Source: an optimization exercise on an open RTL-to-GDS flow (aim: small area). Production flows keep margins and buffers that such runs may drop. Only simulation tests tie the RTL to the original design; equivalence was not proved. Power and IR drop assume default switching activity.

===== flow/config.mk =====
export PLATFORM = sky130hd
export DESIGN_NAME = pcie_app
export DESIGN_NICKNAME = pcie_app
export VERILOG_FILES = /design/flow/design.v
export SDC_FILE = /design/flow/constraint.sdc
export NUM_CORES = 4
export LEC_CHECK = 0
export CAP_MARGIN = 20
export CORE_MARGIN = 2
export CORE_UTILIZATION = 40
export SLEW_MARGIN = 20

===== flow/constraint.sdc =====
create_clock -name core_clock -period 4.0 [get_ports {pcie_core_clk_i}]
set_input_delay 0.8000 -clock core_clock [delete_from_list [all_inputs] [get_ports {pcie_core_clk_i}]]
set_output_delay 0.8000 -clock core_clock [all_outputs]
set_load 0.01 [all_outputs]

===== flow/design.v =====
package pcie_app_pkg;
  localparam int DATA_W      = 64;
  localparam int KEEP_W      = DATA_W / 8;
  localparam int REG_ADDR_W  = 10;
  localparam int USER_ADDR_W = 9;
  localparam logic [31:0] DESIGN_ID = 32'hA5E0_0101;
  localparam logic [7:0] FMT_TYPE_MRD32 = 8'h00;
  localparam logic [7:0] FMT_TYPE_MWR32 = 8'h40;
  localparam logic [7:0] FMT_TYPE_CPLD  = 8'h4A;
  typedef union packed {
    struct packed {
      logic [15:0] rid;
      logic [7:0]  tag;
      logic [3:0]  last_be;
      logic [3:0]  first_be;
      logic [7:0]  fmt_type;
      logic        rsvd0;
      logic [2:0]  tc;
      logic [3:0]  rsvd1;
      logic        td;
      logic        ep;
      logic [1:0]  attr;
      logic [1:0]  rsvd2;
      logic [9:0]  length;
    } hdr;
    struct packed {
      logic [31:0] data;
      logic [29:0] addr;
      logic [1:0]  addr_rsvd;
    } ad;
  } tlp_beat_u;
endpackage
`timescale 1ns/100ps
import pcie_app_pkg::*;
module pcie_app
#(
  parameter int NUM_REGS = 16
)
(
  input  logic                   pcie_core_clk_i,
  input  logic                   rst_n_i,
  input  logic                   s_axis_tx_tready_i,
  output logic [DATA_W-1:0]      s_axis_tx_tdata_o,
  output logic [KEEP_W-1:0]      s_axis_tx_tkeep_o,
  output logic                   s_axis_tx_tlast_o,
  output logic                   s_axis_tx_tvalid_o,
  input  logic [DATA_W-1:0]      m_axis_rx_tdata_i,
  input  logic                   m_axis_rx_tlast_i,
  input  logic                   m_axis_rx_tvalid_i,
  output logic                   m_axis_rx_tready_o,
  input  logic [7:0]             cfg_bus_number_i,
  input  logic [4:0]             cfg_device_number_i,
  input  logic [2:0]             cfg_function_number_i,
  output logic [31:0]            user_data_o,
  output logic [USER_ADDR_W-1:0] user_addr_o,
  output logic                   user_wr_req_o,
  input  logic [31:0]            user_data_i,
  input  logic                   user_rd_ack_i,
  output logic                   user_rd_req_o
);
  function automatic int bits_for(input int n);
    bits_for = 1;
    while ((1 << bits_for) < n)
      bits_for++;
  endfunction
  localparam int NR = NUM_REGS - 1;         
  localparam int PW = bits_for(NUM_REGS);   
  localparam logic [2:0] ST_CLR  = 3'd0;   
  localparam logic [2:0] ST_IDLE = 3'd1;   
  localparam logic [2:0] ST_DISC = 3'd2;   
  localparam logic [2:0] ST_WR   = 3'd3;   
  localparam logic [2:0] ST_RD   = 3'd4;   
  localparam logic [2:0] ST_CPL0 = 3'd5;   
  localparam logic [2:0] ST_CPL1 = 3'd6;   
  function automatic logic [31:0] dw_swap(input logic [31:0] dw);
    dw_swap = {dw[7:0], dw[15:8], dw[23:16], dw[31:24]};
  endfunction
  logic [2:0]       st_q;
  logic [PW-1:0]    pos_q;
  logic [NR*32-1:0] ring_q;
  logic [31:0]      ring_out;
  logic [31:0]      ring_in;
  logic [31:0]      val_q;      
  logic [31:0]      val_src;
  logic [2:0]       tc_q;
  logic [1:0]       attr_q;
  logic [15:0]      rid_q;
  logic [7:0]       tag_q;
  logic [63:0] d;
  logic [9:0]  a;
  logic        vld;
  logic        a_user;
  logic        a_reg;
  logic        a_here;
  logic        hdr_ok;
  logic        wr_now;
  assign d      = m_axis_rx_tdata_i;
  assign a      = d[11:2];
  assign vld    = m_axis_rx_tvalid_i;
  assign a_user = a[9];
  assign a_reg  = !a[9] && (a != 10'd0) && (a < 10'(NUM_REGS));
  assign a_here = (a[PW-1:0] == pos_q);
  assign hdr_ok = ((d[31:24] == FMT_TYPE_MRD32) || (d[31:24] == FMT_TYPE_MWR32)) &&
                  (d[9:0] == 10'd1);
  assign ring_out = ring_q[NR*32-1 -: 32];
  assign wr_now   = (st_q == ST_WR) && vld && a_reg && a_here;
  always_comb
  begin
    if (st_q == ST_CLR)
      ring_in = '0;
    else if (wr_now)
      ring_in = dw_swap(d[63:32]);
    else
      ring_in = ring_out;
  end
  generate
    if (NR > 1)
    begin : g_ring
      always_ff @(posedge pcie_core_clk_i)
        ring_q <= {ring_q[NR*32-33:0], ring_in};
    end
    else
    begin : g_word
      always_ff @(posedge pcie_core_clk_i)
        ring_q <= ring_in;
    end
  endgenerate
  always_ff @(posedge pcie_core_clk_i or negedge rst_n_i)
  begin
    if (!rst_n_i)
    begin
      st_q  <= ST_CLR;
      pos_q <= PW'(1);
    end
    else
    begin
      pos_q <= (pos_q == PW'(NR)) ? PW'(1) : pos_q + PW'(1);
      case (st_q)
        ST_CLR:
          if (pos_q == PW'(NR))
            st_q <= ST_IDLE;
        ST_IDLE:
          if (vld && !m_axis_rx_tlast_i)
            st_q <= !hdr_ok ? ST_DISC : d[30] ? ST_WR : ST_RD;
        ST_DISC:
          if (vld && m_axis_rx_tlast_i)
            st_q <= ST_IDLE;
        ST_WR:
          if (vld && (!a_reg || a_here))
            st_q <= ST_IDLE;
        ST_RD:
          if (vld && (a_user ? user_rd_ack_i : (!a_reg || a_here)))
            st_q <= ST_CPL0;
        ST_CPL0:
          if (s_axis_tx_tready_i)
            st_q <= ST_CPL1;
        ST_CPL1:
          if (s_axis_tx_tready_i)
            st_q <= ST_IDLE;
        default:
          st_q <= ST_IDLE;
      endcase
    end
  end
  always_comb
  begin
    if (a_user)
      val_src = user_data_i;
    else if (a_reg)
      val_src = ring_out;
    else if (a == 10'd0)
      val_src = DESIGN_ID;
    else
      val_src = '0;
  end
  always_ff @(posedge pcie_core_clk_i)
  begin
    if (st_q == ST_IDLE)
    begin
      tc_q   <= d[22:20];
      attr_q <= d[13:12];
      rid_q  <= d[63:48];
      tag_q  <= d[47:40];
    end
    if (st_q == ST_RD)
      val_q <= dw_swap(val_src);
  end
  assign m_axis_rx_tready_o = (st_q == ST_IDLE) || (st_q == ST_DISC) ||
                              ((st_q == ST_WR) && (!a_reg || a_here)) ||
                              ((st_q == ST_CPL1) && s_axis_tx_tready_i);
  assign user_wr_req_o = (st_q == ST_WR) && vld && a_user;
  assign user_rd_req_o = (st_q == ST_RD) && vld && a_user;
  assign user_addr_o   = a[USER_ADDR_W-1:0];
  assign user_data_o   = dw_swap(d[63:32]);
  assign s_axis_tx_tvalid_o = (st_q == ST_CPL0) || (st_q == ST_CPL1);
  assign s_axis_tx_tlast_o  = (st_q == ST_CPL1);
  assign s_axis_tx_tkeep_o  = '1;
  assign s_axis_tx_tdata_o  = (st_q == ST_CPL1) ?
    {val_q, rid_q, tag_q, 1'b0, a[4:0], 2'b00} :
    {cfg_bus_number_i, cfg_device_number_i, cfg_function_number_i, 3'b000, 1'b0, 12'd4,
     FMT_TYPE_CPLD, 1'b0, tc_q, 4'b0000, 2'b00, attr_q, 2'b00, 10'd1};
endmodule

===== flow/run.sh =====
#!/bin/bash
# synth_recipe.tcl (not shown) runs the flow's synth.tcl, then flattens the netlist and writes it again
# the make line also repeats each setting of config.mk as NAME=value (left out here)
make -C /OpenROAD-flow-scripts/flow DESIGN_CONFIG=/design/flow/config.mk WORK_HOME=/design/flow/orfs CLKGATE_MAP_FILE= SYNTH_SCRIPT=/design/flow/synth_recipe.tcl finish

==> summary.md, run 1 <==
| Metric | Value |
|---|---|
| Outcome | `no timing/DRC/antenna violations` |
| Global-route wire length before repair | `39100 microns` |
| PwrDens | `615 mW/mm^2` |
| Rel. slew slack | `49.2%` |
| # nets final | `1272` |
| Post-CTS setup buffers | `0` |
| Worst Max-Slew Pin Slew | `0.758 ns` |
| Global placer's final weighted congestion | `0.743` |
| Vias per inst | `4.24` |
| Leak pwr | `0.00690 uW` |
| Hold Crit Class | `reg2reg` |
| Area of the multi-input gates | `0.00178 sq mm` |
| Row count | `68` |
| Top-count cell post-synth | `dfxtp_1` |
| CTS clk-pin slew, worst paths | `0.07 ns` |
| Mean routed wirelength per cell | `15.6 microns` |
| DRT Wirelength | `25800 microns` |
| Distinct cells, synth | `45` |
| Fin Clk Skew | `0.0146 ns` |
| Final hold vios | `0` |
| Synthesized area | `0.0139 sq mm` |
| Cell taking the most area after synthesis | `dfxtp_1` |
| Diode count | `0` |
| Fraction of layout cells with a size suffix above 1 | `12.1%` |
| Fmax | `275 MHz` |
| Largest stage delay, worst path | `0.60 ns` |
| Clk Latency, worst-skew pair | `0.55 ns` |
| Root Buffer | `clkbuf_16` |
| Overall Global Routing Usage | `14.2%` |
| Die W | `190 microns` |
| Final critical-path share of the clock period | `90.8%` |
| Syn Area/Cell | `14.8 sq um` |
| Critical path cell sequence | `clkdlybuf4s50_1 > xnor2_1 > nand4_1 > a41oi_1 > clkdlybuf4s50_1` |
| Worst VDD drop | `302 uV` |
| Fin. max-slew vios | `0` |
| Hold_buf cts | `0` |
| Placed Cells | `1555` |
| CTS Sinks | `548` |
| Post-synth top area share | `69.1%` |
| Grt ovf | `0` |
| Register area | `0.0116 sq mm` |
| R2r setup slk | `1.74 ns` |
| EDFF count, synth | `61` |
| Critical path startpoint category | `input port` |
| Filler cell count | `2950` |
| Async SR Flop Fraction | `1.28%` |
| Arrival @ worst endpoint | `2.83 ns` |
| Largest net degree at the start of global routing | `33` |
| DPL Wire Length | `16900 microns` |
| Initial Util | `40.5%` |
| Setup Viol. Count Final | `0` |
| Antenna-violating nets left | `0` |
| Required @ worst endpoint | `3.20 ns` |
| WP buf/inv | `2` |
| Crit-path most repeated cell | `clkdlybuf4s50_1` |
| Core area | `0.0344 sq mm` |
| Htree depth | `2` |
| RSZ-0062 raised after global routing | `false` |
| Setup TNS | `0 ns` |
| Antenna violations before repair | `0` |
| DRT Pass-1 Iters | `4` |
| YS warnings | `1` |
| Synth top area cells | `dfxtp_1, edfxtp_1, nand2_1` |
| Iteration-0 DRC Markers | `212` |
| Max-cap violations | `0` |
| Crit end category | `output port` |
| Final min period | `3.63 ns` |
| Ys flop type | `dfxtp_1` |
| Synthesized flop and latch total | `548` |
| Vias in the first global route | `7047` |
| CP delay by family, top | `buffers and inverters` |
| IO Count | `236` |
| Post-Synthesis Cells | `940` |
| Post_cts resized | `0` |
| WS Path Type | `in2out` |
| Area grow syn2layout | `29.0%` |
| Fin util | `52.2%` |
| # DRC | `0` |
| Port bufs | `218` |
| Largest fanout on the critical path | `4` |
| CTS tree | `built` |
| Most frequent cells after synthesis | `dfxtp_1, nand2_1, edfxtp_1` |
| Cts bufs inserted | `50` |
| Vias | `6988` |
| Crit-path slowest cell | `clkdlybuf4s50_1` |
| Worst hold slack | `0.313 ns` |
| Clock Tree Buf Depth | `3` |
| Total die area | `0.0363 sq mm` |
| Die Ht | `190 microns` |
| Register area share after synthesis | `83.5%` |
| Fin cells | `1649` |
[routing by layer]
| metal | share of wire (%) | up-vias | wire length [microns] | GRT usage [%] |
|---|---|---|---|---|
| met3 | 5.7 | 46 | 1470 | 3.02 |
| li1 | - | 3426 | - | - |
| met1 | 47 | 3344 | 12000 | 19.4 |
| met2 | 46 | 172 | 11700 | 22.6 |
| met4 | 2.1 | 0 | 538 | 4.50 |
| met5 | 0 | - | 0 | 0 |
[logic make-up (layout without fill, tap and decap cells)]
family | Yosys count | after routing | synth area share, %
compound gates | 80 | 80 | 4.21
xor+xnor | 5 | 5 | 0.315
fa+ha+maj | 1 | 1 | 0.0899
buf+inv | 87 | 333 | 4.11
flops | 548 | 548 | 83.5
mux | 2 | 2 | 0.153
other cells | 2 | 10 | 0.0540
simple gates | 215 | 215 | 7.54
[sequential cells by signal, indices dropped and copies added (netlist names)]
signal,flops
attr_q,2
pos_q,4
rid_q,16
ring_q,480
st_q,3
tag_q,8
tc_q,3
val_q,32
[worst paths after layout]
path                                      start            endpoint  cells past startpoint
hold / removal                      ring_q[274]         ring_q[306]                      0
setup / recovery           m_axis_rx_tdata_i[3]  m_axis_rx_tready_o                      5
min in group asynchronous               rst_n_i             st_q[2]                      1
hold reg to reg                     ring_q[274]         ring_q[306]                      0
setup reg to reg                        st_q[1]             st_q[1]                      5
max in group asynchronous               rst_n_i            pos_q[0]                      1
[metrics by stage]
step | total power [uW] | cell area, sq um | setup WS, ns
5_1_grt | 11500 | 17900 | 0.241
4_1_cts | 11100 | 17900 | 0.333
6_report | 11000 | 17900 | 0.370
3_5_place_dp | 6520 | 16300 | 0.344
3_3_place_gp | 6500 | 16300 | 0.388
2_1_floorplan | 6180 | 13900 | 1.19
[layout make-up]
class,count,share of cell area [%]
clock buffers,76,8.32
clock inverters,17,0.816
inverters,7,0.146
multi-input cells,313,9.92
flip-flops and latches,548,64.8
well taps,455,3.17
repair buffers,233,12.9
[worst register-to-register path, cell delays in order (launching register included)]
cell	delay [ns]
dfrtp_1	0.49
or3b_2	0.55
clkinv_1	0.43
nand2_1	0.12
o2111ai_1	0.17
mux2_2	0.38
[layout by cell type (no fill, tap or decap), drive strengths merged, types with 10 or more instances in the layout]
master	Yosys	final
dfxtp	480	480
clkdlybuf4s50	0	217
nand2	140	140
clkbuf	20	76
edfxtp	61	61
and2	37	37
a21oi	36	36
a22o	23	23
buf	60	16
inv	7	13
o21ai	12	12
nor2	12	12
conb	2	10
[where the power goes]
part	switching (uW)	internal, uW	total (uW)
combinational	374	295	669
clock	1940	2660	4600
sequential	47.3	5710	5750
==> inputs of run 2 (changes only) <==
--- a/flow/config.mk
+++ b/flow/config.mk
@@ -8,4 +8,5 @@
 export CAP_MARGIN = 20
 export CORE_MARGIN = 2
 export CORE_UTILIZATION = 40
+export CTS_BUF_LIST = sky130_fd_sc_hd__clkbuf_4
 export SLEW_MARGIN = 20
==> summary.md, run 2 <==
| Metric | Value |
|---|---|
| Outcome | `no timing/DRC/antenna violations` |
| Setup crit end | `m_axis_rx_tready_o` |
| Fraction of layout cells with a size suffix above 1 | `21.0%` |
| Fmax | `272 MHz` |
| CTS Sinks | `548` |
| Grt ovf | `0` |
| Core area | `0.0344 sq mm` |
| PwrDens | `600 mW/mm^2` |
| YS warnings | `1` |
| Rel. slew slack | `50.7%` |
| Setup Viol. Count Final | `0` |
| Antenna violations before repair | `1` |
| Leak pwr | `0.00709 uW` |
| Critical path startpoint | `m_axis_rx_tdata_i[3]` |
| EDFF count, synth | `61` |
| Root Buffer | `clkbuf_4` |
| Async SR Flop Fraction | `1.28%` |
| # DRC | `0` |
| CTS tree | `built` |
| Hold Crit Class | `reg2reg` |
| Required @ worst endpoint | `3.20 ns` |
| Antenna-violating nets left | `0` |
| Fin cells | `1787` |
| Arrival @ worst endpoint | `2.87 ns` |
| Filler cell count | `3025` |
| Distinct cells, synth | `45` |
| Crit end category | `output port` |
| Synthesized flop and latch total | `548` |
| WS Path Type | `in2out` |
| Syn Area/Cell | `14.8 sq um` |
| Commonest non-fill, non-tap cell in the layout | `dfxtp_1` |
| Post-Synthesis Cells | `940` |
| Worst r2r src | `st_q[1]` |
| CTS clk-pin slew, worst paths | `0.07 ns` |
| R2r setup slk | `1.75 ns` |
| Top-count cell post-synth | `dfxtp_1` |
| Iteration-0 DRC Markers | `233` |
| Finished Cell Area | `0.0180 sq mm` |
| Final min period | `3.67 ns` |
| Cell taking the most area after synthesis | `dfxtp_1` |
| Initial Util | `40.5%` |
| Tot Pwr | `10800 uW` |
| Port bufs | `218` |
| Synthesized area | `0.0139 sq mm` |
| Total die area | `0.0363 sq mm` |
| Setup TNS | `0 ns` |
| Row count | `68` |
| Reg with most FFs | `ring_q` |
| Die W | `190 microns` |
| Worst hold slack | `0.281 ns` |
| Largest net degree at the start of global routing | `33` |
| Reg2reg path depth | `5` |
| Commonest cells after routing, fill and taps aside | `dfxtp_1, clkdlybuf4s50_1, clkbuf_4` |
| # nets final | `1353` |
| Final critical-path share of the clock period | `91.8%` |
| Die Ht | `190 microns` |
| IO Count | `236` |
| Global-route wire length before repair | `41000 microns` |
| Clock Tree Buf Depth | `3` |
| Worst Max-Slew Pin Slew | `0.734 ns` |
| Max-cap violations | `0` |
| Largest register FFs | `480` |
| Clk Latency, worst-skew pair | `0.74 ns` |
| DPL Wire Length | `16900 microns` |
| Post-CTS setup buffers | `0` |
| Placed Cells | `1555` |
| Worst r2r dst | `st_q[1]` |
| Htree depth | `4` |
| Mean routed wirelength per cell | `14.8 microns` |
| Fin. max-slew vios | `0` |
| Vias per inst | `4.19` |
| Ys flop type | `dfxtp_1` |
| DP Area | `0.0163 sq mm` |
| Cts bufs inserted | `131` |
| Synth top area cells | `dfxtp_1, edfxtp_1, nand2_1` |
| RSZ-0062 raised after global routing | `false` |
| Fin Clk Skew | `0.0467 ns` |
| DRT Pass-1 Iters | `4` |
| Register area share after synthesis | `83.5%` |
| Final hold vios | `0` |
| Global placer's final weighted congestion | `0.743` |
| Post-synth top area share | `69.1%` |
| Most frequent cells after synthesis | `dfxtp_1, nand2_1, edfxtp_1` |
| Critical path startpoint category | `input port` |
| Largest regs | `ring_q x480, val_q x32, rid_q x16` |
| Overall Global Routing Usage | `14.9%` |
| Vias | `7489` |
| Area grow syn2layout | `29.3%` |
| DRT Wirelength | `26500 microns` |
| Largest fanout on the critical path | `4` |
| Post_cts resized | `0` |
| Vias in the first global route | `7806` |
| Hold_buf cts | `0` |
| Worst VDD drop | `295 uV` |
run 2: cell counts after synthesis:
No cell type changed its count.
run 2: worst min path at each step:
stage                start           to  slack (ns)  depth (start not counted)
3_3_place_gp   ring_q[411]  ring_q[443]        0.31                          0
3_5_place_dp   ring_q[438]  ring_q[470]        0.31                          0
4_1_cts            rst_n_i     pos_q[2]        0.24                          1
5_1_grt            rst_n_i     pos_q[2]        0.26                          1
2_1_floorplan   ring_q[68]  ring_q[100]        0.31                          0
6_report       ring_q[331]  ring_q[363]        0.28                          0
run 2: cells by family after synthesis:
group | share of synthesized area (%)
flip-flops | 83.5
AND/OR/NAND/NOR | 7.54
buffers and inverters | 4.11
AO/OA/AOI/OAI | 4.21
XOR/XNOR | 0.315
other | 0.0540
multiplexers | 0.153
adder cells (fa/ha/maj) | 0.0899
run 2: stage by stage:
stage | worst slack [ns] | utilization (%)
after detailed placement | 0.344 | 47.3
after floorplan | 1.19 | -
after global placement | 0.388 | 47.3
final | 0.328 | 52.3
after CTS | 0.0704 | 52.2
after global routing | 0.155 | 52.3
run 2: report_power, final:
part	leakage [uW]	internal [uW]	switching, uW
combinational	0.00158	295	378
clock	0.000997	2360	2010
sequential	0.00452	5700	47.3
run 2: per-layer routing:
metal  vias to the layer above  share of wire (%)  track usage, %
li1                       3667                  -               -
met2                       195                 46            23.3
met1                      3584                 47            18.8
met4                         0                1.9            6.62
met3                        43                5.1            4.93
met5                         -                  0               0
run 2: critical path: stages:
cell and delay (ns):
clkdlybuf4s50_1 0.60, xnor2_1 0.15, nand4_1 0.34, a41oi_1 0.40
clkdlybuf4s50_1 0.58
run 2: final cells by class:
class / instances / area (sq um) / area share [%]
sequential: 548 / 11600 / 64.6
timing repair buffer: 233 / 2310 / 12.8
multi-input combinational: 313 / 1780 / 9.89
clock buffer: 200 / 1500 / 8.35
tap: 455 / 569 / 3.17
clock inverter: 30 / 178 / 0.988
inverter: 7 / 28.8 / 0.160
antenna: 1 / 2.50 / 0.0139
==> inputs of run 3 (changes only) <==
--- a/flow/config.mk
+++ b/flow/config.mk
@@ -7,6 +7,5 @@
 export LEC_CHECK = 0
 export CAP_MARGIN = 20
 export CORE_MARGIN = 2
-export CORE_UTILIZATION = 40
-export CTS_BUF_LIST = sky130_fd_sc_hd__clkbuf_4
+export CORE_UTILIZATION = 65
 export SLEW_MARGIN = 20
==> summary.md, run 3 <==
| Metric | Value |
|---|---|
| Synthesized area | `0.0139 sq mm` |
| Post-synth top area share | `69.1%` |
| Antenna-violating nets left | `0` |
| DP Area | `0.0160 sq mm` |
| Pre-CTS WS | `0.445 ns` |
| Fin. max-slew vios | `0` |
| Cell taking the most area after synthesis | `dfxtp_1` |
| Synthesized flop and latch total | `548` |
| Hold wc startpoint | `ring_q[201]` |
| Largest net degree at the start of global routing | `33` |
| EDFF count, synth | `61` |
| Total die area | `0.0226 sq mm` |
| YS warnings | `1` |
| Fmax | `276 MHz` |
| Row count | `53` |
| Vias | `7087` |
| Most frequent cells after synthesis | `dfxtp_1, nand2_1, edfxtp_1` |
| Tot Pwr | `10900 uW` |
| Critical path startpoint | `st_q[0]` |
| Largest stage delay, worst path | `0.53 ns` |
| DRT Pass-1 Iters | `5` |
| Global placer's final weighted congestion | `0.805` |
| Diode count | `0` |
| Post-CTS setup buffers | `0` |
| Initial Util | `66.2%` |
| Post-synthesis mux area share | `0.153%` |
| PwrDens | `618 mW/mm^2` |
| Root Buffer | `clkbuf_16` |
| IO Count | `236` |
| Global-route wire length before repair | `41300 microns` |
| Largest register FFs | `480` |
| Worst VDD drop | `551 uV` |
| Commonest cells after routing, fill and taps aside | `dfxtp_1, clkdlybuf4s50_1, nand2_1` |
| Distinct cells, synth | `45` |
| Post_cts resized | `0` |
| Post-Synthesis Cells | `940` |
| Die W | `150 microns` |
| Worst setup margin | `0.375 ns` |
| Critical path startpoint category | `flop` |
| Setup Viol. Count Final | `0` |
| Syn Area/Cell | `14.8 sq um` |
| CTS clk-pin slew, worst paths | `0.07 ns` |
| Critical path cell sequence | `inv_1 > nand3_1 > inv_2 > buf_4 > and2_1 > clkdlybuf4s50_1` |
| Area grow syn2layout | `26.6%` |
| Vias in the first global route | `7419` |
| Arrival @ worst endpoint | `2.83 ns` |
| Fin Clk Skew | `0.0120 ns` |
| CTS Sinks | `548` |
| Clk Latency, worst-skew pair | `0.55 ns` |
| Largest fanout on the critical path | `31` |
| R2r setup slk | `1.58 ns` |
| Overall Global Routing Usage | `24.5%` |
| XOR/XNOR share of the synthesized area | `0.315%` |
| Outcome | `no timing/DRC/antenna violations` |
| Vias per inst | `4.85` |
| Htree depth | `2` |
| Compound-Gate Fraction of Synth Area | `4.21%` |
| Top-count cell post-synth | `dfxtp_1` |
| Grt ovf | `0` |
| Port bufs | `218` |
| Mean routed wirelength per cell | `18.6 microns` |
| Commonest non-fill, non-tap cell in the layout | `dfxtp_1` |
| RSZ-0062 raised after global routing | `false` |
| Cts bufs inserted | `47` |
| Finished Cell Area | `0.0176 sq mm` |
| Worst hold slack | `0.318 ns` |
| Synth top area cells | `dfxtp_1, edfxtp_1, nand2_1` |
| Post-synthesis adder-cell area fraction | `0.0900%` |
| WS Path Type | `reg2out` |
| Setup TNS | `0 ns` |
| Worst r2r src | `st_q[1]` |
| Hold Crit Class | `reg2reg` |
| Required @ worst endpoint | `3.20 ns` |
| DPL Wire Length | `15400 microns` |
| Fraction of layout cells with a size suffix above 1 | `11.6%` |
| Ys flop type | `dfxtp_1` |
| Max-cap violations | `0` |
| Register area share after synthesis | `83.5%` |
| Hold_buf cts | `0` |
| Core area | `0.0210 sq mm` |
| # nets final | `1266` |
| Worst Max-Slew Pin Slew | `1.05 ns` |
| Largest regs | `ring_q x480, val_q x32, rid_q x16` |
| Final critical-path share of the clock period | `90.6%` |
| Async SR Flop Fraction | `1.28%` |
| Final hold vios | `0` |
| Iteration-0 DRC Markers | `357` |
| CTS tree | `built` |
| Reg with most FFs | `ring_q` |
| Leak pwr | `0.00686 uW` |
| Crit end category | `output port` |
| Die Ht | `150 microns` |
| Rel. slew slack | `30.0%` |
| DRT Wirelength | `27200 microns` |
| # DRC | `0` |
| Combinational family with the most area after synthesis | `simple AND/OR/NAND/NOR gates` |
| Crit-path slowest cell | `clkdlybuf4s50_1` |
| Final min period | `3.63 ns` |
| Antenna violations before repair | `0` |
| Clock Tree Buf Depth | `3` |
| Simple-Gate Fraction of Synth Area | `7.54%` |
-- run 3: cell counts after synthesis --
No cell type changed its count.
-- run 3: final timing paths --
check / endpoint / cells past startpoint
setup / recovery: s_axis_tx_tdata_o[19] / 6
hold / removal: ring_q[233] / 0
setup reg to reg: st_q[1] / 5
hold reg to reg: ring_q[233] / 0
max in group asynchronous: pos_q[0] / 1
min in group asynchronous: st_q[0] / 1
-- run 3: per-stage QoR --
stage,util [%],cells
final,83.8,1460
after global routing,83.8,1460
after CTS,83.8,1460
after detailed placement,76.3,1373
after global placement,76.3,1373
after floorplan,-,948
-- run 3: kinds of logic after synthesis --
kind of cell / after synthesis
AOI/OAI and AO/OA: 80
xor gates and xnor gates: 5
adders and majority gates: 1
buffers and inverters: 87
DFF: 548
muxes: 2
other: 2
and+or+nand+nor: 215
-- run 3: area by class of cell --
type                       count  area, sq um
multi-input combinational    313         1780
inverter                       7         26.3
sequential                   548        11600
tap                          275          344
fill                        1047         3420
timing repair buffer         230         2280
clock inverter                16          161
clock buffer                  71         1400
-- run 3: layer usage --
layer	track usage (%)	wire length, microns	vias to the layer above
li1	-	-	3416
met1	30.2	11200	3423
met2	43.3	14000	207
met3	5.36	1420	41
met4	7.26	524	0
met5	0	0	-
-- run 3: where the power goes --
part | total, uW | switching (uW) | internal, uW
registers | 5760 | 51.1 | 5710
logic | 623 | 360 | 263
clock network | 4490 | 1930 | 2570
total | 10900 | 2340 | 8540
-- run 3: critical path, delay by kind of cell (launching register included) --
family | cells | cell delay (ns)
DFF | 1 | 0.49
and+or+nand+nor | 2 | 0.30
buffers and inverters | 4 | 1.49
==> inputs of run 4 (changes only) <==
--- a/flow/config.mk
+++ b/flow/config.mk
@@ -7,5 +7,7 @@
 export LEC_CHECK = 0
 export CAP_MARGIN = 20
 export CORE_MARGIN = 2
-export CORE_UTILIZATION = 65
+export CORE_UTILIZATION = 40
+export CTS_BUF_LIST = sky130_fd_sc_hd__clkbuf_8
+export CTS_CLUSTER_SIZE = 30
 export SLEW_MARGIN = 20
==> summary.md, run 4 <==
| Metric | Value |
|---|---|
| Outcome | `no timing/DRC/antenna violations` |
| Arrival @ worst endpoint | `2.87 ns` |
| Final min period | `3.67 ns` |
| Cts bufs inserted | `81` |
| Root Buffer | `clkbuf_8` |
| Synth top area cells | `dfxtp_1, edfxtp_1, nand2_1` |
| Setup Viol. Count Final | `0` |
| Clk Latency, worst-skew pair | `0.59 ns` |
| Post-synth top area share | `69.1%` |
| Required @ worst endpoint | `3.20 ns` |
| Reg with most FFs | `ring_q` |
| Fraction of layout cells with a size suffix above 1 | `15.0%` |
| Top-count cell post-synth | `dfxtp_1` |
| Largest fanout on the critical path | `4` |
| CTS clk-pin slew, worst paths | `0.06 ns` |
| Vias per inst | `4.20` |
| Area of the multi-input gates | `0.00178 sq mm` |
| Post-Synthesis Cells | `940` |
| Overall Global Routing Usage | `14.5%` |
| Die Ht | `190 microns` |
| Ys flop type | `dfxtp_1` |
| Global placer's final weighted congestion | `0.743` |
| Setup TNS | `0 ns` |
| Distinct cells, synth | `45` |
| Register area share after synthesis | `83.5%` |
| EDFF count, synth | `61` |
| Rel. slew slack | `51.3%` |
| Vias | `7167` |
| Post-CTS setup buffers | `0` |
| Critical path startpoint category | `input port` |
| Worst VDD drop | `276 uV` |
| Die W | `190 microns` |
| Syn Area/Cell | `14.8 sq um` |
| Final critical-path share of the clock period | `91.7%` |
| Fin. max-slew vios | `0` |
| Final hold vios | `0` |
| Row count | `68` |
| Vias in the first global route | `7376` |
| RSZ-0062 raised after global routing | `false` |
| DPL Wire Length | `16900 microns` |
| Antenna violations before repair | `0` |
| Worst setup margin | `0.332 ns` |
| Area grow syn2layout | `29.5%` |
| Leak pwr | `0.00709 uW` |
| Iteration-0 DRC Markers | `201` |
| # DRC | `0` |
| Async SR Flop Fraction | `1.28%` |
| PwrDens | `608 mW/mm^2` |
| Fin Clk Skew | `0.0236 ns` |
| DRT Pass-1 Iters | `4` |
| Synthesized flop and latch total | `548` |
| Max-cap violations | `0` |
| Largest register FFs | `480` |
| Commonest non-fill, non-tap cell in the layout | `dfxtp_1` |
| DRT Wirelength | `26200 microns` |
| IO Count | `236` |
| Synthesized area | `0.0139 sq mm` |
| Core area | `0.0344 sq mm` |
| Port bufs | `218` |
| Htree depth | `3` |
| Fmax | `273 MHz` |
| Antenna-violating nets left | `0` |
| Worst Max-Slew Pin Slew | `0.725 ns` |
| Grt ovf | `0` |
| CTS tree | `built` |
| # nets final | `1303` |
| Diode count | `0` |
| Clock Tree Buf Depth | `3` |
| CTS Sinks | `548` |
| Worst hold slack | `0.310 ns` |
| Global-route wire length before repair | `40000 microns` |
| Pre-CTS WS | `0.344 ns` |
| Total die area | `0.0363 sq mm` |
| Largest net degree at the start of global routing | `33` |
| Most frequent cells after synthesis | `dfxtp_1, nand2_1, edfxtp_1` |
| Hold Crit Class | `reg2reg` |
| Cell taking the most area after synthesis | `dfxtp_1` |
| Mean routed wirelength per cell | `15.4 microns` |
| Largest regs | `ring_q x480, val_q x32, rid_q x16` |
| WS Path Type | `in2out` |
| Initial Util | `40.5%` |
| Filler cell count | `2955` |
| Hold_buf cts | `0` |
| Fin util | `52.4%` |
| YS warnings | `1` |
| Crit end category | `output port` |
| Post_cts resized | `0` |
| Commonest cells after routing, fill and taps aside | `dfxtp_1, clkdlybuf4s50_1, nand2_1` |
| Register area | `0.0116 sq mm` |
==> run 4: path summary, 6_finish.rpt <==
kind / depth (start not counted) / from / to / slack [ns]
max: 5 / m_axis_rx_tdata_i[3] / m_axis_rx_tready_o / 0.33
min: 0 / ring_q[108] / ring_q[140] / 0.31
max reg2reg: 5 / st_q[1] / st_q[1] / 1.76
min reg2reg: 0 / ring_q[108] / ring_q[140] / 0.31
max in group asynchronous: 1 / rst_n_i / pos_q[0] / 3.21
min in group asynchronous: 1 / rst_n_i / st_q[0] / 0.49
==> run 4: power breakdown <==
group	leakage [uW]	switching (uW)	internal (uW)	total [uW]
sequential	0.00452	47.2	5710	5760
clock	0.000990	2020	2500	4520
combinational	0.00158	380	295	675
total	0.00709	2450	8500	10900
==> run 4: worst max-delay path, stage by stage <==
cell	delay [ns]
clkdlybuf4s50_1	0.60
xnor2_1	0.15
nand4_1	0.34
a41oi_1	0.40
clkdlybuf4s50_1	0.58
==> run 4: logic make-up (layout without fill, tap and decap cells) <==
| kind of cell | count (synthesis) | count (layout) | share of synthesized area [%] |
|---|---|---|---|
| AOI/OAI and AO/OA | 80 | 80 | 4.21 |
| adders and majority gates | 1 | 1 | 0.0899 |
| DFF | 548 | 548 | 83.5 |
| and+or+nand+nor | 215 | 215 | 7.54 |
| xor gates and xnor gates | 5 | 5 | 0.315 |
| buffers and inverters | 87 | 391 | 4.11 |
| muxes | 2 | 2 | 0.153 |
| other | 2 | 10 | 0.0540 |
==> run 4: through the flow <==
stage | total power [uW] | cells | area [sq um]
finish | 10900 | 1707 | 18000
detailed placement | 6520 | 1555 | 16300
global route | 11400 | 1707 | 18000
floorplan | 6180 | 948 | 13900
global placement | 6500 | 1555 | 16300
CTS | 11100 | 1706 | 18000
==> run 4: cell type report <==
type,instances,share of cell area (%)
Sequential cell,548,64.5
Timing Repair Buffer,233,12.8
Multi-Input combinational cell,313,9.88
Clock buffer,97,7.41
Tap cell,455,3.16
Clock inverter,54,2.10
Inverter,7,0.146
==> run 4: metal layers <==
metal	global-route usage [%]	up-vias	wire, microns
met2	23.1	186	12100
li1	-	3516	-
met4	4.92	0	403
met1	19.1	3429	12300
met5	0	-	0
met3	4.03	36	1350
==> inputs of run 5 (changes only) <==
--- a/flow/config.mk
+++ b/flow/config.mk
@@ -7,7 +7,7 @@
 export LEC_CHECK = 0
 export CAP_MARGIN = 20
 export CORE_MARGIN = 2
-export CORE_UTILIZATION = 40
-export CTS_BUF_LIST = sky130_fd_sc_hd__clkbuf_8
-export CTS_CLUSTER_SIZE = 30
+export CORE_UTILIZATION = 60
+export CTS_BUF_LIST = sky130_fd_sc_hd__clkbuf_4 sky130_fd_sc_hd__clkbuf_8
+export CTS_CLUSTER_SIZE = 25
 export SLEW_MARGIN = 20
==> summary.md, run 5 <==
| Metric | Value |
|---|---|
| Ys flop type | `dfxtp_1` |
| Vias per inst | `4.64` |
| Async SR Flop Fraction | `1.28%` |
| Post-synth top area share | `69.1%` |
| Global placer's final weighted congestion | `0.753` |
| Distinct cells, synth | `45` |
| Hold wc startpoint | `ring_q[422]` |
| Grt ovf | `0` |
| Reg with most FFs | `ring_q` |
| # DRC | `0` |
| Final critical-path share of the clock period | `88.6%` |
| EDFF count, synth | `61` |
| Post_cts resized | `0` |
| Fmax | `282 MHz` |
| # nets final | `1295` |
| Required @ worst endpoint | `3.20 ns` |
| Total die area | `0.0244 sq mm` |
| Row count | `55` |
| PwrDens | `618 mW/mm^2` |
| CTS Sinks | `548` |
| Critical path startpoint category | `input port` |
| Syn Area/Cell | `14.8 sq um` |
| Largest register FFs | `480` |
| Most frequent cells after synthesis | `dfxtp_1, nand2_1, edfxtp_1` |
| Cell taking the most area after synthesis | `dfxtp_1` |
| Worst VDD drop | `411 uV` |
| Port bufs | `218` |
| Final min period | `3.54 ns` |
| Global-route wire length before repair | `39300 microns` |
| Antenna violations before repair | `1` |
| Fin Clk Skew | `0.0300 ns` |
| Worst Max-Slew Pin Slew | `1.03 ns` |
| Synthesized flop and latch total | `548` |
| Cts bufs inserted | `78` |
| WS Path Type | `in2out` |
| Antenna-violating nets left | `0` |
| Largest regs | `ring_q x480, val_q x32, rid_q x16` |
| Setup Viol. Count Final | `0` |
| Fin util | `78.3%` |
| Setup TNS | `0 ns` |
| Vias in the first global route | `7392` |
| Top-count cell post-synth | `dfxtp_1` |
| Final hold vios | `0` |
| Largest fanout on the critical path | `3` |
| Synth top area cells | `dfxtp_1, edfxtp_1, nand2_1` |
| Vias | `7052` |
| Largest net degree at the start of global routing | `33` |
| Hold_buf cts | `0` |
| Post-CTS setup buffers | `0` |
| Overall Global Routing Usage | `21.2%` |
| Post-Synthesis Cells | `940` |
| Filler cell count | `1342` |
| Clock Tree Buf Depth | `3` |
| Area grow syn2layout | `27.8%` |
| Arrival @ worst endpoint | `2.74 ns` |
| Die Ht | `156 microns` |
| Htree depth | `3` |
| Crit end category | `output port` |
| CTS clk-pin slew, worst paths | `0.06 ns` |
| Iteration-0 DRC Markers | `355` |
| Initial Util | `61.2%` |
| Max-cap violations | `0` |
| CTS tree | `built` |
| YS warnings | `1` |
| Fin. max-slew vios | `0` |
| Register area share after synthesis | `83.5%` |
| Commonest cells after routing, fill and taps aside | `dfxtp_1, clkdlybuf4s50_1, nand2_1` |
| DRT Wirelength | `25200 microns` |
| Clk Latency, worst-skew pair | `0.60 ns` |
| Commonest non-fill, non-tap cell in the layout | `dfxtp_1` |
| DPL Wire Length | `15000 microns` |
| Worst r2r src | `pos_q[0]` |
| Core area | `0.0227 sq mm` |
| Die W | `156 microns` |
| Hold Crit Class | `reg2reg` |
| Root Buffer | `clkbuf_8` |
| Synthesized area | `0.0139 sq mm` |
| Mean routed wirelength per cell | `16.6 microns` |
| Critical path startpoint | `m_axis_rx_tdata_i[6]` |
| Leak pwr | `0.00699 uW` |
| RSZ-0062 raised after global routing | `false` |
| Rel. slew slack | `31.0%` |
| Fraction of layout cells with a size suffix above 1 | `16.0%` |
| DRT Pass-1 Iters | `4` |
| IO Count | `236` |
| Outcome | `no timing/DRC/antenna violations` |
[run 5: cell counts after synthesis]
Identical to the previous run, type by type.
[run 5: kinds of logic (layout without fill, tap and decap cells)]
logic type                 count (synthesis)  count (layout)  synth area share (%)
DFF                                      548             548                  83.5
other                                      2              11                0.0540
xor gates and xnor gates                   5               5                 0.315
buffers and inverters                     87             372                  4.11
and+or+nand+nor                          215             215                  7.54
AOI/OAI and AO/OA                         80              80                  4.21
muxes                                      2               2                 0.153
adders and majority gates                  1               1                0.0899
[run 5: per-stage QoR]
stage                     setup slack [ns]  hold WS (ns)  std cells  total power (uW)  instance area [sq um]
final                                0.456         0.307       1519             11000                  17800
after global routing                 0.357         0.309       1519             11400                  17800
after CTS                            0.449         0.305       1518             11100                  17800
after detailed placement             0.420         0.312       1381              6500                  16000
after global placement               0.435         0.310       1381              6490                  16000
after floorplan                       1.19         0.310        948              6180                  13900
[run 5: cell type report]
class	count	area, sq um	share of cell area [%]
Tap cell	285	357	2.01
Antenna cell	1	2.50	0.0141
Timing Repair Buffer	228	2280	12.8
Clock inverter	17	219	1.23
Clock buffer	120	1500	8.45
Multi-Input combinational cell	313	1770	9.96
Inverter	7	26.3	0.148
Sequential cell	548	11600	65.4
[run 5: critical path, cell delays in order]
cell and delay, ns:
clkdlybuf4s50_1 0.45, or4_4 0.55, nor4_4 0.26, a41oi_1 0.16
clkdlybuf4s50_1 0.53
[run 5: final timing paths]
path | to | slack [ns] | cells after the start
max reg2reg | ring_q[17] | 1.81 | 6
max in group asynchronous | pos_q[0] | 3.21 | 1
min | ring_q[454] | 0.31 | 0
max | m_axis_rx_tready_o | 0.46 | 5
min reg2reg | ring_q[454] | 0.31 | 0
min in group asynchronous | pos_q[3] | 0.49 | 1
[run 5: where the power goes]
group,internal [uW],switching [uW],total (uW)
clock,2620,1980,4600
combinational,263,351,613
sequential,5710,51.7,5760
total,8600,2380,11000
[run 5: routing by layer]
metal / global-route usage [%] / vias to the layer above / share of wire, %
met5: 0 / - / 0
met4: 7.69 / 0 / 2.2
met3: 6.04 / 47 / 5.2
met2: 34.2 / 196 / 48
met1: 27.5 / 3327 / 45
li1: - / 3482 / -
==> inputs of run 6 (changes only) <==
--- a/flow/design.v
+++ b/flow/design.v
@@ -71,7 +71,8 @@
   localparam logic [2:0] ST_WR   = 3'd3;   
   localparam logic [2:0] ST_RD   = 3'd4;   
   localparam logic [2:0] ST_CPL0 = 3'd5;   
-  localparam logic [2:0] ST_CPL1 = 3'd6;   
+  localparam logic [2:0] ST_RDW  = 3'd6;   
+  localparam logic [2:0] ST_CPL1 = 3'd7;   
   function automatic logic [31:0] dw_swap(input logic [31:0] dw);
     dw_swap = {dw[7:0], dw[15:8], dw[23:16], dw[31:24]};
   endfunction
@@ -104,15 +105,7 @@
                   (d[9:0] == 10'd1);
   assign ring_out = ring_q[NR*32-1 -: 32];
   assign wr_now   = (st_q == ST_WR) && vld && a_reg && a_here;
-  always_comb
-  begin
-    if (st_q == ST_CLR)
-      ring_in = '0;
-    else if (wr_now)
-      ring_in = dw_swap(d[63:32]);
-    else
-      ring_in = ring_out;
-  end
+  assign ring_in = (st_q == ST_CLR) ? '0 : wr_now ? dw_swap(d[63:32]) : ring_out;
   generate
     if (NR > 1)
     begin : g_ring
@@ -149,10 +142,13 @@
           if (vld && (!a_reg || a_here))
             st_q <= ST_IDLE;
         ST_RD:
-          if (vld && (a_user ? user_rd_ack_i : (!a_reg || a_here)))
+          if (vld)
             st_q <= ST_CPL0;
         ST_CPL0:
           if (s_axis_tx_tready_i)
+            st_q <= ST_RDW;
+        ST_RDW:
+          if (a_user ? user_rd_ack_i : (!a_reg || a_here))
             st_q <= ST_CPL1;
         ST_CPL1:
           if (s_axis_tx_tready_i)
@@ -162,17 +158,11 @@
       endcase
     end
   end
-  always_comb
-  begin
-    if (a_user)
-      val_src = user_data_i;
-    else if (a_reg)
-      val_src = ring_out;
-    else if (a == 10'd0)
-      val_src = DESIGN_ID;
-    else
-      val_src = '0;
-  end
+  assign val_src = (st_q == ST_IDLE) ?
+                     {cfg_bus_number_i, cfg_device_number_i, cfg_function_number_i, 16'h0004} :
+                   a_user          ? dw_swap(user_data_i) :
+                   a_reg           ? dw_swap(ring_out) :
+                   (a == 10'd0)    ? dw_swap(DESIGN_ID) : '0;
   always_ff @(posedge pcie_core_clk_i)
   begin
     if (st_q == ST_IDLE)
@@ -182,14 +172,14 @@
       rid_q  <= d[63:48];
       tag_q  <= d[47:40];
     end
-    if (st_q == ST_RD)
-      val_q <= dw_swap(val_src);
+    if ((st_q == ST_IDLE) || (st_q == ST_RDW))
+      val_q <= val_src;
   end
   assign m_axis_rx_tready_o = (st_q == ST_IDLE) || (st_q == ST_DISC) ||
                               ((st_q == ST_WR) && (!a_reg || a_here)) ||
                               ((st_q == ST_CPL1) && s_axis_tx_tready_i);
   assign user_wr_req_o = (st_q == ST_WR) && vld && a_user;
-  assign user_rd_req_o = (st_q == ST_RD) && vld && a_user;
+  assign user_rd_req_o = (st_q == ST_RDW) && a_user;
   assign user_addr_o   = a[USER_ADDR_W-1:0];
   assign user_data_o   = dw_swap(d[63:32]);
   assign s_axis_tx_tvalid_o = (st_q == ST_CPL0) || (st_q == ST_CPL1);
@@ -197,6 +187,5 @@
   assign s_axis_tx_tkeep_o  = '1;
   assign s_axis_tx_tdata_o  = (st_q == ST_CPL1) ?
     {val_q, rid_q, tag_q, 1'b0, a[4:0], 2'b00} :
-    {cfg_bus_number_i, cfg_device_number_i, cfg_function_number_i, 3'b000, 1'b0, 12'd4,
-     FMT_TYPE_CPLD, 1'b0, tc_q, 4'b0000, 2'b00, attr_q, 2'b00, 10'd1};
+    {val_q, FMT_TYPE_CPLD, 1'b0, tc_q, 4'b0000, 2'b00, attr_q, 2'b00, 10'd1};
 endmodule
==> flow/flow/run.sh (new file) <==
#!/bin/bash
# Standard ORFS layout with smaller port buffers and a leaner clock tree.
set -euo pipefail
export BUFFER_PORTS_ARGS="-buffer_cell sky130_fd_sc_hd__buf_1"
export CTS_ARGS="-sink_clustering_enable -repair_clock_nets -dont_use_dummy_load -buf_list sky130_fd_sc_hd__clkbuf_16 -sink_clustering_size 30 -sink_clustering_max_diameter 100"
bash standard.sh > standard.log 2>&1
==> flow/standard.sh (new file) <==
#!/bin/bash
# synth_recipe.tcl (not shown) runs the flow's synth.tcl, then flattens the netlist and writes it again
# the make line also repeats each setting of config.mk as NAME=value (left out here)
make -C /OpenROAD-flow-scripts/flow DESIGN_CONFIG=/design/flow/config.mk WORK_HOME=/design/flow/orfs CLKGATE_MAP_FILE= SYNTH_SCRIPT=/design/flow/synth_recipe.tcl "${@:-finish}"
--- a/flow/config.mk
+++ b/flow/config.mk
@@ -7,7 +7,5 @@
 export LEC_CHECK = 0
 export CAP_MARGIN = 20
 export CORE_MARGIN = 2
-export CORE_UTILIZATION = 60
-export CTS_BUF_LIST = sky130_fd_sc_hd__clkbuf_4 sky130_fd_sc_hd__clkbuf_8
-export CTS_CLUSTER_SIZE = 25
+export CORE_UTILIZATION = 40
 export SLEW_MARGIN = 20
removed: flow/run.sh
==> summary.md, run 6 <==
| Metric | Value |
|---|---|
| Outcome | `no timing/DRC/antenna violations` |
| R2r setup slk | `1.47 ns` |
| Vias per inst | `4.27` |
| Global-route wire length before repair | `34300 microns` |
| Core area | `0.0336 sq mm` |
| Vias | `6443` |
| Synthesized area | `0.0137 sq mm` |
| Mean routed wirelength per cell | `15.3 microns` |
| Total die area | `0.0357 sq mm` |
| Sequential share of power | `63.2%` |
| Largest stage delay, worst path | `0.62 ns` |
| Reg2reg path depth | `5` |
| Rel. slew slack | `46.2%` |
| CTS tree | `built` |
| Row count | `67` |
| Hold_buf cts | `0` |
| Arrival @ worst endpoint | `2.45 ns` |
| Initial Util | `40.7%` |
| Root Buffer | `clkbuf_16` |
| Fraction of layout cells with a size suffix above 1 | `5.00%` |
| DRT Wirelength | `23000 microns` |
| Grt ovf | `0` |
| Overall Global Routing Usage | `12.5%` |
| GR Util met1 | `17.4%` |
| Largest net degree at the start of global routing | `37` |
| RSZ-0062 raised after global routing | `false` |
| Post-CTS setup buffers | `0` |
| Ys flop type | `dfxtp_1` |
| Top-count cell post-synth | `dfxtp_1` |
| DPL Wire Length | `15400 microns` |
| Leak pwr | `0.00573 uW` |
| Fin Clk Skew | `0.0510 ns` |
| Cts bufs inserted | `22` |
| Hold Crit Class | `in2async` |
| CTS Sinks | `548` |
| Synth top area cells | `dfxtp_1, edfxtp_1, buf_4` |
| Vias in the first global route | `6187` |
| Setup Viol. Count Final | `0` |
| CTS clk-pin slew, worst paths | `0.11 ns` |
| Syn Area/Cell | `15.6 sq um` |
| Global placer's final weighted congestion | `0.796` |
| Placed Cells | `1486` |
| Largest fanout on the critical path | `13` |
| Worst setup margin | `0.749 ns` |
| Final critical-path share of the clock period | `81.3%` |
| Fin util | `45.3%` |
| # nets final | `1181` |
| Setup TNS | `0 ns` |
| Worst r2r src | `pos_q[0]` |
| Filler cell count | `2983` |
| Async SR Flop Fraction | `1.28%` |
| Met3 GRT Util | `2.58%` |
| Final min period | `3.25 ns` |
| Fmax | `308 MHz` |
| Clock Tree Buf Depth | `3` |
| Required @ worst endpoint | `3.20 ns` |
| Worst VDD drop | `388 uV` |
| Post-Synthesis Cells | `874` |
| Critical path startpoint category | `flop` |
| Largest regs | `ring_q x480, val_q x32, rid_q x16` |
| Combinational Power Share | `10.9%` |
| WP depth | `5` |
| Port bufs | `218` |
| Worst Max-Slew Pin Slew | `0.807 ns` |
| Die Ht | `189 microns` |
| Clk pwr share | `25.9%` |
| Busiest grt layer | `met2` |
| Worst r2r dst | `ring_q[5]` |
| Commonest non-fill, non-tap cell in the layout | `dfxtp_1` |
| Post_cts resized | `0` |
| Reg with most FFs | `ring_q` |
| Antenna violations before repair | `3` |
| # DRC | `0` |
| Post-synth top area share | `70.3%` |
| Int Pwr | `7240 uW` |
| WP buf/inv | `3` |
| WS Path Type | `reg2out` |
| Distinct cells, synth | `42` |
| Sw Pwr | `2310 uW` |
| Diode count | `0` |
| CP delay by family, top | `buffers and inverters` |
| Critical path cell sequence | `nand3_1 > inv_1 > buf_4 > and2_1 > buf_1` |
| Worst hold slack | `0.187 ns` |
| Die W | `189 microns` |
| Area grow syn2layout | `11.4%` |
| Largest register FFs | `480` |
| Clk Latency, worst-skew pair | `0.54 ns` |
| Register area share after synthesis | `84.9%` |
| DRT Pass-1 Iters | `5` |
| Synthesized flop and latch total | `548` |
| Sw Share | `24.2%` |
| PwrDens | `627 mW/mm^2` |
| Cell taking the most area after synthesis | `dfxtp_1` |
| EDFF count, synth | `61` |
| Iteration-0 DRC Markers | `349` |
| Max-cap violations | `0` |
| Fin cells | `1508` |
| Fin. max-slew vios | `0` |
| Crit end category | `output port` |
| Pre-CTS WS | `0.859 ns` |
| YS warnings | `1` |
| Most frequent cells after synthesis | `dfxtp_1, nor2_1, edfxtp_1` |
| Crit-path slowest cell | `inv_1` |
| Met2 usage | `19.7%` |
| Commonest cells after routing, fill and taps aside | `dfxtp_1, buf_1, nor2_1` |
| Htree depth | `1` |
| IO Count | `236` |
| Antenna-violating nets left | `0` |
| Final hold vios | `0` |
[run 6: area by class of cell]
class	instances	area, sq um	share of cell area, %
Timing Repair Buffer	230	922	6.05
Tap cell	448	561	3.68
Sequential cell	548	11600	76.2
Multi-Input combinational cell	254	1570	10.3
Clock buffer	22	551	3.61
Inverter	6	22.5	0.148
[run 6: cell families (layout without fill, tap and decap cells)]
kind of cell / Yosys count / after routing / synth area share, %
other cells: 2 / 10 / 0.0549
simple gates: 142 / 142 / 4.90
buf+inv: 80 / 258 / 3.87
fa+ha+maj: 1 / 1 / 0.0915
flops: 548 / 548 / 84.9
mux: 39 / 39 / 2.91
compound gates: 57 / 57 / 2.90
xor+xnor: 5 / 5 / 0.320
[run 6: worst reg2reg max path, stage by stage (launching register included)]
cell and delay (ns):
dfstp_2 0.59, xor2_1 0.08, nor4_2 0.59, and4_4 0.82, mux2i_1 0.29, nor2_1 0.05
[run 6: worst max path at each step]
stage               slack [ns]              endpoint                  from
floorplan                 1.51    m_axis_rx_tready_o  m_axis_rx_tdata_i[5]
global placement          0.84    m_axis_rx_tready_o  m_axis_rx_tdata_i[9]
detailed placement        0.86    m_axis_rx_tready_o  m_axis_rx_tdata_i[9]
CTS                       0.69  s_axis_tx_tdata_o[5]               st_q[1]
global route              0.57  s_axis_tx_tdata_o[5]               st_q[1]
finish                    0.75  s_axis_tx_tdata_o[6]               st_q[1]
[run 6: power by group through the flow]
stage / clock, uW / combinational, uW / sequential (uW)
after floorplan: 0 / 534 / 6230
after global placement: 0 / 1040 / 6160
after detailed placement: 0 / 1060 / 6170
after CTS: 2610 / 1060 / 6040
after global routing: 2770 / 1130 / 6070
final: 2480 / 1040 / 6040
[run 6: metrics by stage]
stage / area [sq um] / power [uW]
after detailed placement: 14700 / 7230
after CTS: 15200 / 9710
after global placement: 14700 / 7200
after global routing: 15200 / 9980
after floorplan: 13700 / 6760
final: 15200 / 9550
[run 6: per-layer routing]
layer	up-vias	share of wire, %
met5	-	0.19
met4	6	3.0
met3	47	4.8
met2	157	44
met1	3063	48
li1	3170	-
==> inputs of run 7 (changes only) <==
==> flow/flow/run.sh (replaced) <==
#!/bin/bash
# Standard ORFS layout with smaller port buffers and a leaner clock tree.
set -euo pipefail
export BUFFER_PORTS_ARGS="-buffer_cell sky130_fd_sc_hd__buf_1"
export CTS_ARGS="-sink_clustering_enable -repair_clock_nets -dont_use_dummy_load -buf_list sky130_fd_sc_hd__clkbuf_8 -sink_clustering_size 20 -sink_clustering_max_diameter 60"
bash standard.sh > standard.log 2>&1
--- a/flow/config.mk
+++ b/flow/config.mk
@@ -5,6 +5,7 @@
 export SDC_FILE = /design/flow/constraint.sdc
 export NUM_CORES = 4
 export LEC_CHECK = 0
+export ABC_AREA = 1
 export CAP_MARGIN = 20
 export CORE_MARGIN = 2
 export CORE_UTILIZATION = 40
==> summary.md, run 7 <==
| Metric | Value |
|---|---|
| Fin Clk Skew | `0.0770 ns` |
| Port bufs | `218` |
| Core area | `0.0345 sq mm` |
| WP buf/inv | `2` |
| Post-Synthesis Cells | `1046` |
| Clk Latency, worst-skew pair | `0.56 ns` |
| Vias | `7285` |
| Root Buffer | `clkbuf_8` |
| Final critical-path share of the clock period | `79.3%` |
| PwrDens | `604 mW/mm^2` |
| DRT Wirelength | `25600 microns` |
| Largest net degree at the start of global routing | `49` |
| IO Count | `236` |
| Combinational Power Share | `10.7%` |
| # DRC | `0` |
| Synthesized area | `0.0140 sq mm` |
| RSZ-0062 raised after global routing | `false` |
| Final hold vios | `0` |
| Worst Max-Slew Pin Slew | `1.00 ns` |
| Overall Global Routing Usage | `13.9%` |
| Antenna violations before repair | `1` |
| CTS clk-pin slew, worst paths | `0.10 ns` |
| DPL Wire Length | `17000 microns` |
| Busiest grt layer | `met2` |
| Crit-path most repeated cell | `nand2_1` |
| Async SR Flop Fraction | `1.28%` |
| Largest fanout on the critical path | `19` |
| Post-CTS setup buffers | `0` |
| Sequential share of power | `64.3%` |
| Commonest non-fill, non-tap cell in the layout | `dfxtp_1` |
| Die Ht | `191 microns` |
| Setup Viol. Count Final | `0` |
| WP depth | `9` |
| Rel. slew slack | `33.1%` |
| WS Path Type | `reg2out` |
| Vias in the first global route | `6941` |
| EDFF count, synth | `61` |
| Area grow syn2layout | `10.6%` |
| Iteration-0 DRC Markers | `385` |
| Most frequent cells after synthesis | `dfxtp_1, nand2_1, nor2_1` |
| Worst setup margin | `0.829 ns` |
| Critical path cell sequence | `inv_1 > nand2_1 > nand2_1 > nor2_1 > nand2_2 > nand2_1 > nand2_1 > nand4_1 > buf_1` |
| Sw Pwr | `2350 uW` |
| CP delay by family, top | `simple AND/OR/NAND/NOR gates` |
| Synthesized flop and latch total | `548` |
| DRT Pass-1 Iters | `4` |
| Met3 GRT Util | `2.61%` |
| CTS tree | `built` |
| Pre-CTS WS | `0.956 ns` |
| Fin. max-slew vios | `0` |
| Initial Util | `40.5%` |
| Post_cts resized | `0` |
| Antenna-violating nets left | `0` |
| Setup TNS | `0 ns` |
| Clk pwr share | `25.0%` |
| Worst VDD drop | `321 uV` |
| Grt ovf | `0` |
| Filler cell count | `3248` |
| Distinct cells, synth | `29` |
| Crit-path slowest cell | `dfstp_2` |
| Fmax | `315 MHz` |
| Sw Share | `25.1%` |
| Int Pwr | `7020 uW` |
| GR Util met1 | `19.7%` |
| Total die area | `0.0365 sq mm` |
| Arrival @ worst endpoint | `2.37 ns` |
| Top-count cell post-synth | `dfxtp_1` |
| Leak pwr | `0.00606 uW` |
| Largest register FFs | `480` |
| Outcome | `no timing/DRC/antenna violations` |
| Vias per inst | `4.30` |
| Ys flop type | `dfxtp_1` |
| Required @ worst endpoint | `3.20 ns` |
| Clock Tree Buf Depth | `3` |
| Row count | `68` |
| Htree depth | `2` |
| Hold_buf cts | `0` |
| Crit end category | `output port` |
| Largest stage delay, worst path | `0.57 ns` |
| Cell taking the most area after synthesis | `dfxtp_1` |
| Fraction of layout cells with a size suffix above 1 | `5.24%` |
| Final min period | `3.17 ns` |
| Critical path startpoint category | `flop` |
| Syn Area/Cell | `13.4 sq um` |
| Synth top area cells | `dfxtp_1, edfxtp_1, nand2_1` |
| Register area share after synthesis | `82.9%` |
| Largest regs | `ring_q x480, val_q x32, rid_q x16` |
| Post-synth top area share | `68.6%` |
| Die W | `191 microns` |
| Global placer's final weighted congestion | `0.835` |
| Cts bufs inserted | `37` |
| Commonest cells after routing, fill and taps aside | `dfxtp_1, buf_1, nand2_1` |
| Global-route wire length before repair | `38200 microns` |
| CTS Sinks | `548` |
| Reg2reg path depth | `5` |
| # nets final | `1361` |
| Met2 usage | `21.3%` |
| Mean routed wirelength per cell | `15.1 microns` |
| Reg with most FFs | `ring_q` |
| Hold Crit Class | `in2async` |
| YS warnings | `1` |
| Max-cap violations | `0` |
-- run 7: cell count changes after synthesis, moves of 21 or more --
cell	before	now
nor3_1	6	36
o21ai_1	1	32
inv_1	6	50
mux2i_1	33	0
nand2_1	13	124
and2_1	21	0
-- run 7: per-layer routing --
layer / vias to the layer above / share of wire (%)
met4: 0 / 2.5
met3: 51 / 4.6
met2: 172 / 44
met1: 3442 / 49
li1: 3620 / -
met5: - / 0
-- run 7: cell families (layout without fill, tap and decap cells) --
logic type / count (synthesis) / after routing / synth area share (%)
and+or+nand+nor: 286 / 286 / 8.80
other: 2 / 11 / 0.0536
adders and majority gates: 1 / 1 / 0.0893
xor gates and xnor gates: 1 / 1 / 0.0625
AOI/OAI and AO/OA: 78 / 78 / 2.91
DFF: 548 / 548 / 82.9
buffers and inverters: 130 / 316 / 5.14
-- run 7: through the flow --
stage	instances	cell area, sq um	hold WS, ns	util, %	total power [uW]
after floorplan	1054	14000	0.310	-	6750
after global placement	1658	15000	0.310	43.4	7140
after detailed placement	1658	15000	0.312	43.4	7160
after CTS	1695	15500	0.137	44.9	9510
after global routing	1696	15500	0.139	44.9	9800
final	1696	15500	0.147	44.9	9370
-- run 7: worst paths after layout --
path | startpoint | endpoint | slack [ns]
max in group asynchronous | rst_n_i | pos_q[2] | 3.48
worst min register to register | ring_q[227] | ring_q[259] | 0.27
worst max-delay path | pos_q[0] | m_axis_rx_tready_o | 0.83
min in group core_clock | ring_q[227] | ring_q[259] | 0.27
worst max register to register | st_q[0] | val_q[18] | 1.52
worst min-delay path | rst_n_i | pos_q[1] | 0.15
-- run 7: cell type report --
cell class | instances | area (sq um) | area share, %
clock buffers | 37 | 509 | 3.29
flip-flops and latches | 548 | 11600 | 75.0
inverters | 51 | 191 | 1.24
multi-input cells | 376 | 1710 | 11.0
well taps | 455 | 569 | 3.67
diodes | 1 | 2.50 | 0.0161
repair buffers | 228 | 895 | 5.77
-- run 7: worst reg2reg max path, stage by stage, from the launching register on --
cell     delay (ns)
dfrtp_1        0.48
inv_1          0.17
nor3_2         0.06
inv_1          0.29
buf_4          0.36
nand2_2        0.63
-- run 7: power groups by stage --
stage	clock, uW	combinational [uW]	sequential [uW]
after global placement	0	988	6150
final	2340	999	6020
after CTS	2470	1010	6030
after global routing	2650	1090	6050
after floorplan	0	557	6190
after detailed placement	0	1010	6150
==> inputs of run 8 (changes only) <==
--- a/flow/config.mk
+++ b/flow/config.mk
@@ -5,7 +5,6 @@
 export SDC_FILE = /design/flow/constraint.sdc
 export NUM_CORES = 4
 export LEC_CHECK = 0
-export ABC_AREA = 1
 export CAP_MARGIN = 20
 export CORE_MARGIN = 2
 export CORE_UTILIZATION = 40
==> summary.md, run 8 <==
| Metric | Value |
|---|---|
| IO Count | `236` |
| Synthesized flop and latch total | `548` |
| Vias | `6519` |
| Commonest cells after routing, fill and taps aside | `dfxtp_1, buf_1, nor2_1` |
| Met2 usage | `19.5%` |
| DRT Wirelength | `23300 microns` |
| Post_cts resized | `0` |
| Post-synth top area share | `70.3%` |
| Setup TNS | `0 ns` |
| Hold Crit Class | `in2async` |
| Core area | `0.0336 sq mm` |
| Setup Viol. Count Final | `0` |
| Fin Clk Skew | `0.0478 ns` |
| Crit-path slowest cell | `inv_1` |
| Largest net degree at the start of global routing | `37` |
| Worst VDD drop | `328 uV` |
| Filler cell count | `3007` |
| GR Util met1 | `17.6%` |
| Post-CTS setup buffers | `0` |
| Grt ovf | `0` |
| Leak pwr | `0.00574 uW` |
| RSZ-0062 raised after global routing | `false` |
| YS warnings | `1` |
| Register area share after synthesis | `84.9%` |
| Die Ht | `189 microns` |
| Arrival @ worst endpoint | `2.42 ns` |
| Overall Global Routing Usage | `12.8%` |
| Largest regs | `ring_q x480, val_q x32, rid_q x16` |
| DRT Pass-1 Iters | `4` |
| CTS Sinks | `548` |
| CTS clk-pin slew, worst paths | `0.10 ns` |
| Antenna-violating nets left | `0` |
| Fin cells | `1524` |
| DPL Wire Length | `15400 microns` |
| Busiest grt layer | `met2` |
| Commonest non-fill, non-tap cell in the layout | `dfxtp_1` |
| Fmax | `310 MHz` |
| Iteration-0 DRC Markers | `268` |
| Mean routed wirelength per cell | `15.3 microns` |
| Global-route wire length before repair | `34800 microns` |
| Crit end category | `output port` |
| Met3 GRT Util | `3.24%` |
| Global placer's final weighted congestion | `0.796` |
| Area grow syn2layout | `11.2%` |
| Htree depth | `2` |
| CTS tree | `built` |
| Largest stage delay, worst path | `0.59 ns` |
| Cell taking the most area after synthesis | `dfxtp_1` |
| Synthesized area | `0.0137 sq mm` |
| Final min period | `3.22 ns` |
| Hold_buf cts | `0` |
| Fin util | `45.3%` |
| Outcome | `no timing/DRC/antenna violations` |
| Antenna violations before repair | `3` |
| Row count | `67` |
| Critical path startpoint category | `flop` |
| # nets final | `1197` |
| Cts bufs inserted | `38` |
| Final hold vios | `0` |
| Final critical-path share of the clock period | `80.6%` |
| Port bufs | `218` |
| PwrDens | `620 mW/mm^2` |
| Rel. slew slack | `48.0%` |
| Largest fanout on the critical path | `13` |
| Fin. max-slew vios | `0` |
| Register area | `0.0116 sq mm` |
| Post-Synthesis Cells | `874` |
| Vias in the first global route | `6356` |
| Worst Max-Slew Pin Slew | `0.776 ns` |
| Initial Util | `40.7%` |
| Total die area | `0.0357 sq mm` |
| EDFF count, synth | `61` |
| Die W | `189 microns` |
| # DRC | `0` |
| Syn Area/Cell | `15.6 sq um` |
| Max-cap violations | `0` |
| R2r setup slk | `1.46 ns` |
| Clock Tree Buf Depth | `3` |
| Placed Cells | `1486` |
| Area of the multi-input gates | `0.00157 sq mm` |
| Largest register FFs | `480` |
| Distinct cells, synth | `42` |
| Most frequent cells after synthesis | `dfxtp_1, nor2_1, edfxtp_1` |
| Reg with most FFs | `ring_q` |
| Diode count | `0` |
| Vias per inst | `4.28` |
| Root Buffer | `clkbuf_8` |
| Clk Latency, worst-skew pair | `0.56 ns` |
| Required @ worst endpoint | `3.20 ns` |
| Top-count cell post-synth | `dfxtp_1` |
| Reg2reg path depth | `5` |
| Critical path cell sequence | `nand3_1 > inv_1 > buf_4 > and2_1 > buf_1` |
| WS Path Type | `reg2out` |
| Async SR Flop Fraction | `1.28%` |
| Fraction of layout cells with a size suffix above 1 | `6.41%` |
| Synth top area cells | `dfxtp_1, edfxtp_1, buf_4` |
| Ys flop type | `dfxtp_1` |
==> run 8: cell types whose count changed after synthesis, moves of 11 or more <==
| cell | before | now |
|---|---|---|
| nand3_1 | 19 | 5 |
| nand2_1 | 124 | 13 |
| mux2i_1 | 0 | 33 |
| a22oi_1 | 0 | 11 |
| nor3_1 | 36 | 6 |
| nor2_1 | 92 | 78 |
| a221oi_1 | 0 | 15 |
| and2_1 | 0 | 21 |
| a31oi_1 | 14 | 1 |
| o21ai_1 | 32 | 1 |
| inv_1 | 50 | 6 |
==> run 8: layer usage <==
| layer | routed length, microns | share of wire [%] | up-vias |
|---|---|---|---|
| li1 | - | - | 3194 |
| met1 | 11000 | 47 | 3089 |
| met2 | 10200 | 44 | 175 |
| met3 | 1380 | 5.9 | 55 |
| met4 | 694 | 3.0 | 6 |
| met5 | 41 | 0.18 | - |
==> run 8: layout make-up <==
type / count / share of cell area [%]
multi-input cells: 254 / 10.3
well taps: 448 / 3.68
inverters: 6 / 0.148
flip-flops and latches: 548 / 76.4
repair buffers: 230 / 6.06
clock buffers: 38 / 3.44
==> run 8: critical path: cells and delay by family, from the launching register on <==
kind          cells  cell delay [ns]
simple gates      2             0.29
flops             1             0.58
buf+inv           3             1.00
==> run 8: final timing paths <==
path                             start                   end
setup reg to reg              pos_q[0]             ring_q[5]
max in group asynchronous      rst_n_i              pos_q[0]
setup / recovery               st_q[1]  s_axis_tx_tdata_o[6]
hold / removal                 rst_n_i               st_q[1]
hold reg to reg            ring_q[112]           ring_q[144]
min in group core_clock    ring_q[112]           ring_q[144]
==> run 8: kinds of logic (layout without fill, tap and decap cells) <==
family                     Yosys count  in the layout  share of synthesized area, %
xor gates and xnor gates             5              5                         0.320
muxes                               39             39                          2.91
adders and majority gates            1              1                        0.0915
other                                2             10                        0.0549
DFF                                548            548                          84.9
AOI/OAI and AO/OA                   57             57                          2.90
buffers and inverters               80            274                          3.87
and+or+nand+nor                    142            142                          4.90
==> run 8: where the power goes <==
part | total (uW) | internal (uW) | switching (uW)
Clock | 2360 | 859 | 1500
Sequential | 6040 | 5940 | 95.7
Combinational | 1030 | 303 | 728
Total | 9430 | 7100 | 2330
==> run 8: stage by stage <==
stage	worst slack [ns]	total power (uW)	cell area (sq um)	hold WS, ns
2_1_floorplan	1.51	6760	13700	0.310
3_3_place_gp	0.842	7200	14700	0.311
3_5_place_dp	0.859	7230	14700	0.312
4_1_cts	0.670	9590	15200	0.167
5_1_grt	0.545	9890	15200	0.185
6_report	0.778	9430	15200	0.190

==> static timing again, ports no longer ideal <==
How much do the figures lean on ideal ports? The routed layouts below were timed once more, with nothing changed but the port constraints. Step 1 sets driving cells, clkbuf_16 on the clock port and buf_2 on the other inputs (assumed; they add their load-dependent delay and slew). Step 2, shift: input delay + t, output delay - t, t = (earliest + latest rising clock arrival at the registers) / 2. This alone moves slack from input paths to output paths. Three values: no drivers, after step 1, after step 2; two values: the first two.
run	t (ns)	setup slack, ns
run 1	0.589	0.370 / 0.338 / 0.338
run 2	0.761	0.328 / 0.296 / 0.296
run 3	0.587	0.375 / 0.327 / 0.379
run 4	0.625	0.332 / 0.300 / 0.300
run 5	0.623	0.456 / 0.430 / 0.383
run 6	0.565	0.749 / 0.702 / 0.872
run 7	0.571	0.829 / 0.783 / 0.910
run 8	0.574	0.778 / 0.732 / 0.844
After both steps setup and hold are still met in every run listed.
